This is an optimization exercise on Yosys and OpenROAD, whose aim is small area, not a production implementation. RTL that was checked went through simulation tests only; none was proved equivalent to the original. Power is estimated from default activity; no workload was simulated.

==> flow/design.v <==
`default_nettype none
package wqe_fetch_pkg;
    localparam int WQE_WIDTH  = 512;
    localparam int WQE_BYTES  = WQE_WIDTH / 8;
    localparam int ADDR_WIDTH = 32;
    localparam int QPID_LSB   = 328;
    localparam int QPID_WIDTH = 4;
    localparam int QPID_MSB   = QPID_LSB + QPID_WIDTH - 1;
    localparam int PAD_WIDTH  = WQE_WIDTH - QPID_MSB - 1;
    typedef logic [ADDR_WIDTH-1:0] addr_t;
    typedef union packed {
        logic [WQE_WIDTH-1:0] raw;
        struct packed {
            logic [PAD_WIDTH-1:0]  pad;
            logic [QPID_WIDTH-1:0] qpn;
            logic [QPID_LSB-1:0]   body;
        } f;
    } wqe_u;
endpackage
`default_nettype wire
`timescale 1ns/100ps
`default_nettype none
import wqe_fetch_pkg::*;
module wqe_fetch_top
#(
    parameter int MAX_QP   = 16,
    parameter int SQ_DEPTH = 4096
)(
    input  logic                  clk,
    input  logic                  rst_n,
    output logic                  o_fetch_ready,
    input  logic                  i_arbit_val,
    input  logic [QPID_WIDTH-1:0] i_qp_idx,
    input  logic [MAX_QP-1:0]     i_active,
    input  logic [MAX_QP-1:0]     i_wqe_cache_alfull,
    input  logic [ADDR_WIDTH-1:0] i_sq_base,
    output logic [ADDR_WIDTH-1:0] o_axi_araddr,
    output logic                  o_axi_arvalid,
    input  logic                  i_axi_arready,
    input  logic [WQE_WIDTH-1:0]  i_axi_rdata,
    input  logic                  i_axi_rvalid,
    output logic                  o_axi_rready,
    output logic                  o_wqe_cache_wr,
    output logic [WQE_WIDTH-1:0]  o_wqe,
    input  logic [MAX_QP-1:0]     i_wqe_cache_full
);
    localparam int PI_WIDTH = $clog2(SQ_DEPTH);
    localparam int WQE_LSB  = $clog2(WQE_BYTES);
    logic                  iss;      
    logic                  rdv;      
    logic                  busy;
    logic                  grant;
    logic                  push;
    logic                  req_ok;
    logic [QPID_WIDTH-1:0] qp_q;
    logic [QPID_LSB-1:0]   body_q;
    logic [PI_WIDTH-1:0]   pi [MAX_QP];
    logic [MAX_QP-1:0]     pi_ok;
    logic [PI_WIDTH-1:0]   pi_rd;
    logic [PI_WIDTH-1:0]   pi_cur;
    logic [MAX_QP-1:0]     qsel;     
    assign grant  = o_fetch_ready & i_arbit_val;
    assign push   = o_wqe_cache_wr & ~(|(qsel & i_wqe_cache_full));
    assign req_ok = (|i_active) & ~(&i_wqe_cache_alfull);
    assign busy   = iss | o_axi_arvalid | o_axi_rready | rdv | o_wqe_cache_wr;
    always_ff @(posedge clk or negedge rst_n)
    begin
        if (!rst_n)
        begin
            o_fetch_ready  <= 1'b0;
            iss            <= 1'b0;
            o_axi_arvalid  <= 1'b0;
            o_axi_rready   <= 1'b0;
            rdv            <= 1'b0;
            o_wqe_cache_wr <= 1'b0;
        end
        else
        begin
            o_fetch_ready  <= req_ok & ((~busy & ~grant) | push);
            iss            <= grant;
            o_axi_arvalid  <= iss | (o_axi_arvalid & ~i_axi_arready);
            o_axi_rready   <= (o_axi_arvalid & i_axi_arready) | (o_axi_rready & ~i_axi_rvalid);
            rdv            <= o_axi_rready & i_axi_rvalid;
            o_wqe_cache_wr <= rdv | (o_wqe_cache_wr & (|(qsel & i_wqe_cache_full)));
        end
    end
    always_ff @(posedge clk)
    begin
        if (o_fetch_ready)
            qp_q <= i_qp_idx;
    end
    always_ff @(posedge clk)
    begin
        body_q <= ({QPID_LSB{o_axi_rready}}          & i_axi_rdata[QPID_LSB-1:0])
                | ({QPID_LSB{rdv | o_wqe_cache_wr}} & body_q);
    end
    always_comb
    begin
        for (int q = 0; q < MAX_QP; q++)
            qsel[q] = (qp_q == QPID_WIDTH'(q));
    end
    always_comb
    begin
        pi_rd = '0;
        for (int q = 0; q < MAX_QP; q++)
            pi_rd = pi_rd | ({PI_WIDTH{qsel[q] & pi_ok[q]}} & pi[q]);
    end
    always_ff @(posedge clk)
    begin
        pi_cur <= pi_rd;
    end
    always_ff @(posedge clk or negedge rst_n)
    begin
        if (!rst_n)
            pi_ok <= '0;
        else
            pi_ok <= pi_ok | ({MAX_QP{rdv}} & qsel);
    end
    always_ff @(posedge clk)
    begin
        for (int q = 0; q < MAX_QP; q++)
            if (rdv & qsel[q])
                pi[q] <= pi_inc;
    end
    logic [PI_WIDTH-1:0] pi_inc;
    always_comb
    begin
        logic c;
        c = 1'b1;
        for (int i = 0; i < PI_WIDTH; i++)
        begin
            pi_inc[i] = pi_cur[i] ^ c;
            c         = pi_cur[i] & c;
        end
    end
    localparam int AW = ADDR_WIDTH - WQE_LSB;
    localparam int GK = 6;
    localparam int NG = (AW + GK - 1) / GK;
    logic [AW-1:0] add_a, add_b, add_p, add_s;
    logic [NG-1:0] grp_g, grp_p;
    logic [NG:0]   grp_c;
    logic          rc;
    assign add_a = i_sq_base[ADDR_WIDTH-1:WQE_LSB];
    assign add_b = {{(AW-QPID_WIDTH-PI_WIDTH){1'b0}}, qp_q, pi_cur};
    assign add_p = add_a ^ add_b;
    always_comb
    begin
        for (int g = 0; g < NG; g++)
        begin
            grp_g[g] = 1'b0;
            grp_p[g] = 1'b1;
            for (int i = g * GK; i < (g + 1) * GK && i < AW; i++)
            begin
                grp_g[g] = (add_a[i] & add_b[i]) | (add_p[i] & grp_g[g]);
                grp_p[g] = grp_p[g] & add_p[i];
            end
        end
        begin
            logic [NG-1:0] pg, pp;
            pg = grp_g;
            pp = grp_p;
            for (int d = 1; d < NG; d = d * 2)
                for (int i = 2 * d - 1; i < NG; i = i + 2 * d)
                begin
                    pg[i] = pg[i] | (pp[i] & pg[i-d]);
                    pp[i] = pp[i] & pp[i-d];
                end
            for (int d = 8; d >= 1; d = d / 2)
                for (int i = 3 * d - 1; i < NG; i = i + 2 * d)
                begin
                    pg[i] = pg[i] | (pp[i] & pg[i-d]);
                    pp[i] = pp[i] & pp[i-d];
                end
            grp_c = {pg, 1'b0};
        end
        for (int g = 0; g < NG; g++)
        begin
            rc = grp_c[g];
            for (int i = g * GK; i < (g + 1) * GK && i < AW; i++)
            begin
                add_s[i] = add_p[i] ^ rc;
                rc = (add_a[i] & add_b[i]) | (add_p[i] & rc);
            end
        end
    end
    assign o_axi_araddr = {add_s, i_sq_base[WQE_LSB-1:0]};
    assign o_wqe = {{PAD_WIDTH{1'b0}}, qp_q, body_q};
endmodule
`default_nettype wire
Settings: LEC_CHECK=0, CAP_MARGIN=20, CORE_AREA=10 10 410 410, DIE_AREA=0 0 420 420, SLEW_MARGIN=20; clock period 8.0 ns.
standard.sh (not shown) runs the stock make flow with config.mk's settings and CLKGATE_MAP_FILE= SYNTH_SCRIPT=/design/flow/synth_recipe.tcl, a recipe that flattens the netlist after the stock synthesis.
==> flow/flow/run.sh <==
#!/bin/bash
# Standard ORFS layout with smaller port buffers and a lighter clock tree.
set -euo pipefail
here=$(cd "$(dirname "$0")" && pwd)
source "$here/knobs.sh"
bash standard.sh > standard.log 2>&1
Other scripts of this flow, unchanged in this note and not shown: flow/flow/knobs.sh, flow/flow/pins.tcl, flow/flow/ties.tcl
==> next run, changes <==
--- a/flow/design.v
+++ b/flow/design.v
@@ -133,9 +133,9 @@
             c         = pi_cur[i] & c;
         end
     end
     localparam int AW = ADDR_WIDTH - WQE_LSB;
-    localparam int GK = 6;
+    localparam int GK = 4;
     localparam int NG = (AW + GK - 1) / GK;
     logic [AW-1:0] add_a, add_b, add_p, add_s;
     logic [NG-1:0] grp_g, grp_p;
     logic [NG:0]   grp_c;
Effect: Clock-buffer cell count came out lower by 1. Clock skew came out higher by 0.029 ns. Sequential power came out lower by about 2%. Cell count barely changes. Hold slack barely changes. Utilization barely changes. Sequential share of layout area barely changes. Critical path depth came out lower by 4. Global-route usage came out lower by 0.31 points. Total power came out lower by 3.0%. First-iteration DRC count came out lower by 13%. Via count came out lower by about 0.4%. Area after synthesis hardly moves. Die area does not change.
The RTL of the first run of this note was laid out without a check of its function.


Another version of the RTL of wqe_fetch_top (not shown whole).
Size: about 1600 cells after synthesis, ~1100 I/O pins.
==> module wqe_fetch_top, before the edit <==
module wqe_fetch_top
#(
    parameter int MAX_QP   = 16,
    parameter int SQ_DEPTH = 4096
)(
    input  logic                  clk,
    input  logic                  rst_n,
    output logic                  o_fetch_ready,
    input  logic                  i_arbit_val,
    input  logic [QPID_WIDTH-1:0] i_qp_idx,
    input  logic [MAX_QP-1:0]     i_active,
    input  logic [MAX_QP-1:0]     i_wqe_cache_alfull,
    input  logic [ADDR_WIDTH-1:0] i_sq_base,
    output logic [ADDR_WIDTH-1:0] o_axi_araddr,
    output logic                  o_axi_arvalid,
    input  logic                  i_axi_arready,
    input  logic [WQE_WIDTH-1:0]  i_axi_rdata,
    input  logic                  i_axi_rvalid,
    output logic                  o_axi_rready,
    output logic                  o_wqe_cache_wr,
    output logic [WQE_WIDTH-1:0]  o_wqe,
    input  logic [MAX_QP-1:0]     i_wqe_cache_full
);
    localparam int PI_WIDTH = $clog2(SQ_DEPTH);
    localparam int WQE_LSB  = $clog2(WQE_BYTES);
    logic                  iss;      
    logic                  rdv;      
    logic                  busy;
    logic                  grant;
    logic                  push;
    logic                  req_ok;
    logic [QPID_WIDTH-1:0] qp_q;
    logic [QPID_LSB-1:0]   body_q;
    logic                  rready_n;     
    logic                  rready_nxt;
    logic [PI_WIDTH-1:0]   pi [MAX_QP];
    logic [MAX_QP-1:0]     pi_ok;
    logic [PI_WIDTH-1:0]   pi_cur;
    logic [MAX_QP-1:0]     qsel;     
    assign grant  = o_fetch_ready & i_arbit_val;
    assign push   = o_wqe_cache_wr & ~(|(qsel & i_wqe_cache_full));
    assign req_ok = (|i_active) & ~(&i_wqe_cache_alfull);
    assign rready_nxt = (o_axi_arvalid & i_axi_arready) | (o_axi_rready & ~i_axi_rvalid);
    assign busy   = iss | o_axi_arvalid | o_axi_rready | rdv | o_wqe_cache_wr;
    always_ff @(posedge clk or negedge rst_n)
    begin
        if (!rst_n)
        begin
            o_fetch_ready  <= 1'b0;
            iss            <= 1'b0;
            o_axi_arvalid  <= 1'b0;
            o_axi_rready   <= 1'b0;
            rdv            <= 1'b0;
            o_wqe_cache_wr <= 1'b0;
        end
        else
        begin
            o_fetch_ready  <= req_ok & ((~busy & ~grant) | push);
            iss            <= grant;
            o_axi_arvalid  <= iss | (o_axi_arvalid & ~i_axi_arready);
            o_axi_rready   <= rready_nxt;
            rdv            <= o_axi_rready & i_axi_rvalid;
            o_wqe_cache_wr <= rdv | (o_wqe_cache_wr & (|(qsel & i_wqe_cache_full)));
        end
    end
    always_ff @(posedge clk)
    begin
        if (o_fetch_ready)
            qp_q <= i_qp_idx;
    end
    always_ff @(posedge clk)
    begin
        rready_n <= ~rready_nxt;
        body_q   <= ({QPID_LSB{o_axi_rready}} & i_axi_rdata[QPID_LSB-1:0])
                  | ({QPID_LSB{rready_n}}     & body_q);
    end
    always_comb
    begin
        for (int q = 0; q < MAX_QP; q++)
            qsel[q] = (qp_q == QPID_WIDTH'(q));
    end
    always_comb
    begin
        pi_cur = '0;
        for (int q = 0; q < MAX_QP; q++)
            pi_cur = pi_cur | ({PI_WIDTH{qsel[q] & pi_ok[q]}} & pi[q]);
    end
    always_ff @(posedge clk or negedge rst_n)
    begin
        if (!rst_n)
            pi_ok <= '0;
        else
            pi_ok <= pi_ok | ({MAX_QP{rdv}} & qsel);
    end
    always_ff @(posedge clk)
    begin
        for (int q = 0; q < MAX_QP; q++)
            if (rdv & qsel[q])
                pi[q] <= pi_cur + 1'b1;
    end
    assign o_axi_araddr = i_sq_base + {{(ADDR_WIDTH-QPID_WIDTH-PI_WIDTH-WQE_LSB){1'b0}}, qp_q, pi_cur, {WQE_LSB{1'b0}}};
    assign o_wqe = {{PAD_WIDTH{1'b0}}, qp_q, body_q};
endmodule
clock: 8.0 ns
lec_check: 0
cap_margin: 20
core_area: 10 10 410 410
die_area: 0 0 420 420
slew_margin: 20
==> flow/flow/knobs.sh <==
export BUFFER_PORTS_ARGS="-buffer_cell sky130_fd_sc_hd__buf_1"
export CTS_ARGS="-sink_clustering_enable -repair_clock_nets -buf_list {sky130_fd_sc_hd__clkbuf_4 sky130_fd_sc_hd__clkbuf_8} -root_buf sky130_fd_sc_hd__clkbuf_16 -sink_clustering_size 16 -sink_clustering_max_diameter 50 -dont_use_dummy_load"
Scripts as last shown in full above: flow/flow/run.sh
Change:
--- a/flow/design.v
+++ b/flow/design.v
@@ -58,11 +58,10 @@
     logic                  rready_nxt;
     logic [PI_WIDTH-1:0]   pi [MAX_QP];
     logic [MAX_QP-1:0]     pi_ok;
     logic [PI_WIDTH-1:0]   pi_cur;
-    logic [MAX_QP-1:0]     qsel;     
     assign grant  = o_fetch_ready & i_arbit_val;
-    assign push   = o_wqe_cache_wr & ~(|(qsel & i_wqe_cache_full));
+    assign push   = o_wqe_cache_wr & ~i_wqe_cache_full[qp_q];
     assign req_ok = (|i_active) & ~(&i_wqe_cache_alfull);
     assign rready_nxt = (o_axi_arvalid & i_axi_arready) | (o_axi_rready & ~i_axi_rvalid);
     assign busy   = iss | o_axi_arvalid | o_axi_rready | rdv | o_wqe_cache_wr;
     always_ff @(posedge clk or negedge rst_n)
@@ -82,9 +81,9 @@
             iss            <= grant;
             o_axi_arvalid  <= iss | (o_axi_arvalid & ~i_axi_arready);
             o_axi_rready   <= rready_nxt;
             rdv            <= o_axi_rready & i_axi_rvalid;
-            o_wqe_cache_wr <= rdv | (o_wqe_cache_wr & (|(qsel & i_wqe_cache_full)));
+            o_wqe_cache_wr <= rdv | (o_wqe_cache_wr & i_wqe_cache_full[qp_q]);
         end
     end
     always_ff @(posedge clk)
     begin
@@ -96,31 +95,20 @@
         rready_n <= ~rready_nxt;
         body_q   <= ({QPID_LSB{o_axi_rready}} & i_axi_rdata[QPID_LSB-1:0])
                   | ({QPID_LSB{rready_n}}     & body_q);
     end
-    always_comb
-    begin
-        for (int q = 0; q < MAX_QP; q++)
-            qsel[q] = (qp_q == QPID_WIDTH'(q));
-    end
-    always_comb
-    begin
-        pi_cur = '0;
-        for (int q = 0; q < MAX_QP; q++)
-            pi_cur = pi_cur | ({PI_WIDTH{qsel[q] & pi_ok[q]}} & pi[q]);
-    end
+    assign pi_cur = pi_ok[qp_q] ? pi[qp_q] : '0;
     always_ff @(posedge clk or negedge rst_n)
     begin
         if (!rst_n)
             pi_ok <= '0;
-        else
-            pi_ok <= pi_ok | ({MAX_QP{rdv}} & qsel);
+        else if (rdv)
+            pi_ok[qp_q] <= 1'b1;
     end
     always_ff @(posedge clk)
     begin
-        for (int q = 0; q < MAX_QP; q++)
-            if (rdv & qsel[q])
-                pi[q] <= pi_cur + 1'b1;
+        if (rdv)
+            pi[qp_q] <= pi_cur + 1'b1;
     end
     assign o_axi_araddr = i_sq_base + {{(ADDR_WIDTH-QPID_WIDTH-PI_WIDTH-WQE_LSB){1'b0}}, qp_q, pi_cur, {WQE_LSB{1'b0}}};
     assign o_wqe = {{PAD_WIDTH{1'b0}}, qp_q, body_q};
 endmodule
Result: Synthesized cell count drops by about 3%; count of clock-buffer cells in the layout falls by 11; worst setup slack gets better by 620 ps; design area rises by about 1.6%; power grows by 1.5%; via count goes down by 5.1%.
Function not checked in the first run of this note: the RTL went through the layout flow alone.


## run 1
wqe_fetch_top with an RTL version that a note above also has.
Size in the first run: about 1500 cells after synthesis, about 1100 I/O pins, about 20000 µm² of cells after synthesis.
==> module wqe_fetch_top, before the edit <==
module wqe_fetch_top
#(
    parameter int MAX_QP   = 16,
    parameter int SQ_DEPTH = 4096
)(
    input  logic                  clk,
    input  logic                  rst_n,
    output logic                  o_fetch_ready,
    input  logic                  i_arbit_val,
    input  logic [QPID_WIDTH-1:0] i_qp_idx,
    input  logic [MAX_QP-1:0]     i_active,
    input  logic [MAX_QP-1:0]     i_wqe_cache_alfull,
    input  logic [ADDR_WIDTH-1:0] i_sq_base,
    output logic [ADDR_WIDTH-1:0] o_axi_araddr,
    output logic                  o_axi_arvalid,
    input  logic                  i_axi_arready,
    input  logic [WQE_WIDTH-1:0]  i_axi_rdata,
    input  logic                  i_axi_rvalid,
    output logic                  o_axi_rready,
    output logic                  o_wqe_cache_wr,
    output logic [WQE_WIDTH-1:0]  o_wqe,
    input  logic [MAX_QP-1:0]     i_wqe_cache_full
);
    localparam int PI_WIDTH = $clog2(SQ_DEPTH);
    localparam int WQE_LSB  = $clog2(WQE_BYTES);
    logic                  iss;      
    logic                  rdv;      
    logic                  busy;
    logic                  grant;
    logic                  push;
    logic                  req_ok;
    logic [QPID_WIDTH-1:0] qp_q;
    logic [QPID_LSB-1:0]   body_q;
    logic [PI_WIDTH-1:0]   pi [MAX_QP];
    logic [MAX_QP-1:0]     pi_ok;
    logic [PI_WIDTH-1:0]   pi_rd;
    logic [PI_WIDTH-1:0]   pi_cur;
    logic [MAX_QP-1:0]     qsel;     
    assign grant  = o_fetch_ready & i_arbit_val;
    assign push   = o_wqe_cache_wr & ~(|(qsel & i_wqe_cache_full));
    assign req_ok = (|i_active) & ~(&i_wqe_cache_alfull);
    assign busy   = iss | o_axi_arvalid | o_axi_rready | rdv | o_wqe_cache_wr;
    always_ff @(posedge clk or negedge rst_n)
    begin
        if (!rst_n)
        begin
            o_fetch_ready  <= 1'b0;
            iss            <= 1'b0;
            o_axi_arvalid  <= 1'b0;
            o_axi_rready   <= 1'b0;
            rdv            <= 1'b0;
            o_wqe_cache_wr <= 1'b0;
        end
        else
        begin
            o_fetch_ready  <= req_ok & ((~busy & ~grant) | push);
            iss            <= grant;
            o_axi_arvalid  <= iss | (o_axi_arvalid & ~i_axi_arready);
            o_axi_rready   <= (o_axi_arvalid & i_axi_arready) | (o_axi_rready & ~i_axi_rvalid);
            rdv            <= o_axi_rready & i_axi_rvalid;
            o_wqe_cache_wr <= rdv | (o_wqe_cache_wr & (|(qsel & i_wqe_cache_full)));
        end
    end
    always_ff @(posedge clk)
    begin
        if (o_fetch_ready)
            qp_q <= i_qp_idx;
    end
    always_ff @(posedge clk)
    begin
        body_q <= ({QPID_LSB{o_axi_rready}}          & i_axi_rdata[QPID_LSB-1:0])
                | ({QPID_LSB{rdv | o_wqe_cache_wr}} & body_q);
    end
    always_comb
    begin
        for (int q = 0; q < MAX_QP; q++)
            qsel[q] = (qp_q == QPID_WIDTH'(q));
    end
    always_comb
    begin
        pi_rd = '0;
        for (int q = 0; q < MAX_QP; q++)
            pi_rd = pi_rd | ({PI_WIDTH{qsel[q] & pi_ok[q]}} & pi[q]);
    end
    always_ff @(posedge clk)
    begin
        pi_cur <= pi_rd;
    end
    always_ff @(posedge clk or negedge rst_n)
    begin
        if (!rst_n)
            pi_ok <= '0;
        else
            pi_ok <= pi_ok | ({MAX_QP{rdv}} & qsel);
    end
    always_ff @(posedge clk)
    begin
        for (int q = 0; q < MAX_QP; q++)
            if (rdv & qsel[q])
                pi[q] <= pi_inc;
    end
    logic [PI_WIDTH-1:0] pi_inc;
    always_comb
    begin
        logic c;
        c = 1'b1;
        for (int i = 0; i < PI_WIDTH; i++)
        begin
            pi_inc[i] = pi_cur[i] ^ c;
            c         = pi_cur[i] & c;
        end
    end
    localparam int AW = ADDR_WIDTH - WQE_LSB;
    localparam int GK = 4;
    localparam int NG = (AW + GK - 1) / GK;
    logic [AW-1:0] add_a, add_b, add_p, add_s;
    logic [NG-1:0] grp_g, grp_p;
    logic [NG:0]   grp_c;
    logic          rc;
    assign add_a = i_sq_base[ADDR_WIDTH-1:WQE_LSB];
    assign add_b = {{(AW-QPID_WIDTH-PI_WIDTH){1'b0}}, qp_q, pi_cur};
    assign add_p = add_a ^ add_b;
    always_comb
    begin
        for (int g = 0; g < NG; g++)
        begin
            grp_g[g] = 1'b0;
            grp_p[g] = 1'b1;
            for (int i = g * GK; i < (g + 1) * GK && i < AW; i++)
            begin
                grp_g[g] = (add_a[i] & add_b[i]) | (add_p[i] & grp_g[g]);
                grp_p[g] = grp_p[g] & add_p[i];
            end
        end
        begin
            logic [NG-1:0] pg, pp;
            pg = grp_g;
            pp = grp_p;
            for (int d = 1; d < NG; d = d * 2)
                for (int i = 2 * d - 1; i < NG; i = i + 2 * d)
                begin
                    pg[i] = pg[i] | (pp[i] & pg[i-d]);
                    pp[i] = pp[i] & pp[i-d];
                end
            for (int d = 8; d >= 1; d = d / 2)
                for (int i = 3 * d - 1; i < NG; i = i + 2 * d)
                begin
                    pg[i] = pg[i] | (pp[i] & pg[i-d]);
                    pp[i] = pp[i] & pp[i-d];
                end
            grp_c = {pg, 1'b0};
        end
        for (int g = 0; g < NG; g++)
        begin
            rc = grp_c[g];
            for (int i = g * GK; i < (g + 1) * GK && i < AW; i++)
            begin
                add_s[i] = add_p[i] ^ rc;
                rc = (add_a[i] & add_b[i]) | (add_p[i] & rc);
            end
        end
    end
    assign o_axi_araddr = {add_s, i_sq_base[WQE_LSB-1:0]};
    assign o_wqe = {{PAD_WIDTH{1'b0}}, qp_q, body_q};
endmodule
clock: 8.0 ns
lec_check: 0
cap_margin: 20
core_area: 10 10 410 410
die_area: 0 0 420 420
place_density: 0.8
slew_margin: 20
Scripts as last shown in full above: flow/flow/run.sh
Other scripts of this flow, unchanged in this note and not shown: flow/flow/knobs.sh, flow/flow/pins.tcl, flow/flow/ties.tcl
> inputs changed (run 1 -> run 2)
-- flow/design.v --
<<< run 1, line 59
    logic [PI_WIDTH-1:0]   pi_rd;
    logic [PI_WIDTH-1:0]   pi_cur;
    logic [MAX_QP-1:0]     qsel;     
    assign grant  = o_fetch_ready & i_arbit_val;
>>> run 2, line 59
    logic [PI_WIDTH-1:0]   pi_rd;
    logic [PI_WIDTH-1:0]   pi_cur;
    logic [PI_WIDTH-1:0]   pi_inc;
    logic                  ar_fire;
    logic [MAX_QP-1:0]     qsel;     
    assign grant  = o_fetch_ready & i_arbit_val;
<<< run 1, line 93
    begin
        body_q <= ({QPID_LSB{o_axi_rready}}          & i_axi_rdata[QPID_LSB-1:0])
                | ({QPID_LSB{rdv | o_wqe_cache_wr}} & body_q);
    end
    always_comb
>>> run 2, line 95
    begin
        body_q <= ({QPID_LSB{o_axi_rready}}          & i_axi_rdata[QPID_LSB-1:0])
                | ({QPID_LSB{rdv | o_wqe_cache_wr}} & body_q)
                | ({QPID_LSB{iss | o_axi_arvalid}}  & QPID_LSB'(pi_rd));
    end
    always_comb
<<< run 1, line 106
            pi_rd = pi_rd | ({PI_WIDTH{qsel[q] & pi_ok[q]}} & pi[q]);
    end
    always_ff @(posedge clk)
    begin
        pi_cur <= pi_rd;
    end
    always_ff @(posedge clk or negedge rst_n)
    begin
>>> run 2, line 109
            pi_rd = pi_rd | ({PI_WIDTH{qsel[q] & pi_ok[q]}} & pi[q]);
    end
    assign pi_cur  = body_q[PI_WIDTH-1:0];
    assign ar_fire = o_axi_arvalid & i_axi_arready;
    always_ff @(posedge clk or negedge rst_n)
    begin
<<< run 1, line 115
            pi_ok <= '0;
        else
            pi_ok <= pi_ok | ({MAX_QP{rdv}} & qsel);
    end
    always_ff @(posedge clk)
    begin
        for (int q = 0; q < MAX_QP; q++)
            if (rdv & qsel[q])
                pi[q] <= pi_inc;
    end
    logic [PI_WIDTH-1:0] pi_inc;
    always_comb
    begin
>>> run 2, line 116
            pi_ok <= '0;
        else
            pi_ok <= pi_ok | ({MAX_QP{ar_fire}} & qsel);
    end
    always_ff @(posedge clk)
    begin
        for (int q = 0; q < MAX_QP; q++)
            if (ar_fire & qsel[q])
                pi[q] <= pi_inc;
    end
    always_comb
    begin
Results
Run 1: no failed stages, no open violations at the end
In summary, run 2 completed successfully, with a layout that passed the timing, DRC and antenna checks.
Summary: with run 1 as the reference, total leakage power in run 2 moved down slightly.
Run 2: design area 0.50% below run 1
Compared with run 1, in run 2 number of fill cells rose 0.37%; number of nets in the layout about even; reported clock group power about even; layout overhead on the synthesized area rose 1.1 points.
Run 2 leaves less setup margin than run 1.
Upper clock frequency limit shrinks slightly when moving from run 1 to run 2.
Changes observed in run 2 relative to run 1: via count increased by 3.0% relative to the old numbers, number of standard cells in the final layout excluding fillers comparable.

what the ideal ports hide:
The results above use ideal ports. As a check the final layouts listed here were re-extracted and re-timed, cells and wires unchanged.
Step 1 (the two cells are an assumption about what drives the block):
set clk [get_ports {clk}]
set_driving_cell -lib_cell sky130_fd_sc_hd__clkbuf_16 $clk
set_driving_cell -lib_cell sky130_fd_sc_hd__buf_2 [delete_from_list [all_inputs] $clk]
Step 2, shift: input delay + t, output delay - t, t = (earliest + latest rising clock arrival at the registers) / 2. This alone moves slack from input paths to output paths.
a / b / c = ideal ports / drivers / drivers and shift; a / b = the first two.
run | t, ns | setup slack, ns | hold WS [ns] | latest minus earliest clock arrival (ns)
the first run of note 1 | 0.634 | 0.275 / 0.246 / 0.246 | 0.459 / 0.459 / 0.459 | 0.107 / 0.106
the second run of note 1 | 0.627 | 1.184 / 1.152 / 1.152 | 0.460 / 0.460 / 0.460 | 0.129 / 0.128
the first run of note 2 | 0.668 | 0.459 / 0.393 / 1.061 | 0.464 / 0.464 / 0.464 | 0.121 / 0.121
the second run of note 2 | 0.671 | 1.079 / 1.016 / 1.688 | 0.449 / 0.449 / 0.449 | 0.117 / 0.117
run 1 | 0.617 | 1.313 / 1.287 / 1.287 | 0.443 / 0.443 / 0.443 | 0.094 / 0.094
run 2 | 0.629 | 1.273 / 1.244 / 1.244 | 0.472 / 0.472 / 0.472 | 0.098 / 0.098
After both steps every run listed still meets setup and hold. The setup slack of the second run of note 1, which loses most, moves by -0.032 ns with the drivers and by -0.032 ns with both steps.
